Background: an optimization exercise with open tools, aiming at small area, a short achievable clock period and few clock cycles per item. Do not read the settings as production practice. The RTL was checked by simulation tests, not by an equivalence proof against the original design. No activity file was given, so power comes from the tool's default toggle rates.

the baseline:
==> module seq_mul, before the edit <==
module seq_mul #(
  parameter int WIDTH = 64,
  parameter int K     = 5,
  parameter int STEPS = (WIDTH + K - 1) / K
) (
  input  logic             clock,
  input  logic             load,
  input  logic             hold,
  input  logic [WIDTH-1:0] a,
  input  logic [WIDTH-1:0] b,
  input  logic [WIDTH-1:0] t_hi,
  output logic [WIDTH-1:0] cs_s,
  output logic [WIDTH-1:0] cs_c,
  output logic             p_cy,
  output logic             p_top,
  output logic [WIDTH-1:0] p_lo
);
  localparam int LW = STEPS * K;       
  localparam int TW = WIDTH + K;       
  logic [WIDTH-1:0] hi;
  logic             fresh;             
  logic [LW-1:0]    lo;
  logic             cy;
  logic [TW-1:0]    pp [K];
  logic [TW-1:0]    s1, c1, s2, c2, s3, c3, s4, c4;
  logic [K:0]       t_lo;
  logic [LW-1:0]    prod;
  function automatic void csa(input logic [TW-1:0] x, input logic [TW-1:0] y,
                              input logic [TW-1:0] z, output logic [TW-1:0] s,
                              output logic [TW-1:0] c);
    s = x ^ y ^ z;
    c = ((x & y) | (x & z) | (y & z)) << 1;
  endfunction
  always_comb begin
    for (int i = 0; i < K; i++) pp[i] = TW'(a & {WIDTH{lo[i]}}) << i;
    pp[1][0] = cy;    
    csa(TW'(hi & {WIDTH{!fresh}}), pp[0], pp[1], s1, c1);
    csa(pp[2], pp[3], pp[4], s2, c2);
    csa(s1, c1, s2, s3, c3);
    csa(s3, c3, c2, s4, c4);
  end
  assign t_lo  = {1'b0, s4[K-1:0]} + {1'b0, c4[K-1:0]};
  assign cs_s  = s4[K +: WIDTH];
  assign cs_c  = c4[K +: WIDTH];
  assign p_cy  = t_lo[K];
  assign prod  = {t_lo[K-1:0], lo[LW-1:K]};
  assign p_lo  = prod[WIDTH-1:0];
  assign p_top = |prod[LW-1:WIDTH];
  always_ff @(posedge clock) begin
    fresh <= load;
    if (!hold) hi <= t_hi;
    if (load) begin
      lo <= LW'(b);
      cy <= 1'b0;
    end else if (!hold) begin
      lo <= {t_lo[K-1:0], lo[LW-1:K]};
      cy <= t_lo[K];
    end
  end
endmodule
Settings: LEC_CHECK=0, CAP_MARGIN=20, CORE_MARGIN=2, CORE_UTILIZATION=35, SETUP_SLACK_MARGIN=1.0, SLEW_MARGIN=20; clock period 7.0 ns.
standard.sh (not shown) runs the stock make flow with config.mk's settings and CLKGATE_MAP_FILE= SYNTH_SCRIPT=/design/flow/synth_recipe.tcl, a recipe that flattens the netlist after the stock synthesis.
==> flow/flow/run.sh <==
#!/bin/bash
# The standard layout, with plain buffers (buf_1) on the ports in place of the delay buffers
# buffer_ports picks by default. Each tool's full output is in orfs/logs; standard.sh's own
# output goes to standard.log.
set -euo pipefail
export BUFFER_PORTS_ARGS="-buffer_cell sky130_fd_sc_hd__buf_1"
bash standard.sh > standard.log 2>&1
The baseline completed every stage of the flow, and the final layout passed the timing, design-rule and antenna checks.
Testbench counts of the baseline, summed over its fixed seeds: cycles 31,668, items 16,000.
The following lists how the candidate was set up differently from the baseline:
==> flow/design.v, changed modules only <==
module seq_mul #(
  parameter int WIDTH = 64,
  parameter int K     = 5,
  parameter int STEPS = (WIDTH + K - 1) / K
) (
  input  logic             clock,
  input  logic             load,
  input  logic             hold,
  input  logic [WIDTH-1:0] a,
  input  logic [WIDTH-1:0] b,
  input  logic [WIDTH-1:0] t_hi,
  output logic [WIDTH-1:0] cs_s,
  output logic [WIDTH-1:0] cs_c,
  output logic             p_cy,
  output logic             p_top,
  output logic [WIDTH-1:0] p_lo
);
  localparam int LW = STEPS * K;       
  localparam int TW = WIDTH + K;       
  logic [WIDTH-1:0] hi;
  logic [LW-1:0]    lo;
  logic             cy;
  logic [TW-1:0]    pp [K];
  logic [TW-1:0]    s1, c1, s2, c2, s3, c3, s4, c4;
  logic [K:0]       t_lo;
  logic [LW-1:0]    prod;
  function automatic void csa(input logic [TW-1:0] x, input logic [TW-1:0] y,
                              input logic [TW-1:0] z, output logic [TW-1:0] s,
                              output logic [TW-1:0] c);
    s = x ^ y ^ z;
    c = ((x & y) | (x & z) | (y & z)) << 1;
  endfunction
  always_comb begin
    for (int i = 0; i < K; i++) pp[i] = TW'(a & {WIDTH{lo[i]}}) << i;
    pp[1][0] = cy;    
    csa(TW'(hi), pp[0], pp[1], s1, c1);
    csa(pp[2], pp[3], pp[4], s2, c2);
    csa(s1, c1, s2, s3, c3);
    csa(s3, c3, c2, s4, c4);
  end
  assign t_lo  = {1'b0, s4[K-1:0]} + {1'b0, c4[K-1:0]};
  assign cs_s  = s4[K +: WIDTH];
  assign cs_c  = c4[K +: WIDTH];
  assign p_cy  = t_lo[K];
  assign prod  = {t_lo[K-1:0], lo[LW-1:K]};
  assign p_lo  = prod[WIDTH-1:0];
  assign p_top = |prod[LW-1:WIDTH];
  always_ff @(posedge clock) begin
    if (load) begin
      hi <= '0;
      lo <= LW'(b);
      cy <= 1'b0;
    end else if (!hold) begin
      hi <= t_hi;
      lo <= {t_lo[K-1:0], lo[LW-1:K]};
      cy <= t_lo[K];
    end
  end
endmodule
==> run summary <==
- The baseline → the candidate: total clock buffers created by CTS now sits higher, power lower.
- Changes observed in the candidate relative to the baseline: worst ir drop on vdd moved up, number of global-route vias before repair moved up, flip-flop and latch count moved down, count of filler cells inserted in the layout moved up.
Testbench counts of the candidate, summed over its fixed seeds: cycles 31,668, items 16,000.

-- what the ideal ports hide --
No port has a modelled driver above. Below, the same layouts with a new extraction and two added sets of constraints.
Step 1 sets driving cells, clkbuf_16 on the clock port and buf_2 on the other inputs (assumed; they add their load-dependent delay and slew).
Step 2 moves the port delays by t, midway between the first and last clock arrival at a register: inputs arrive t later, outputs are due t later. That takes back most of the time a late clock gives input paths.
Slacks: ideal ports / drivers / drivers and shift; pairs: ideal ports / drivers.
run	t (ns)	setup slack, ns	worst setup path after step 2	clock arrival spread, ns	slew at the worst register clock pin (ns)
the baseline	0.645	1.075 / 1.100 / 0.455	input to register	0.032 / 0.032	0.07 / 0.07
the candidate	0.661	1.046 / 1.073 / 0.411	input to register	0.046 / 0.045	0.07 / 0.07
After both steps every run listed still meets setup and hold. For the candidate, which loses most, drivers alone change the setup slack by +0.027 ns; drivers and shift together by -0.635 ns.
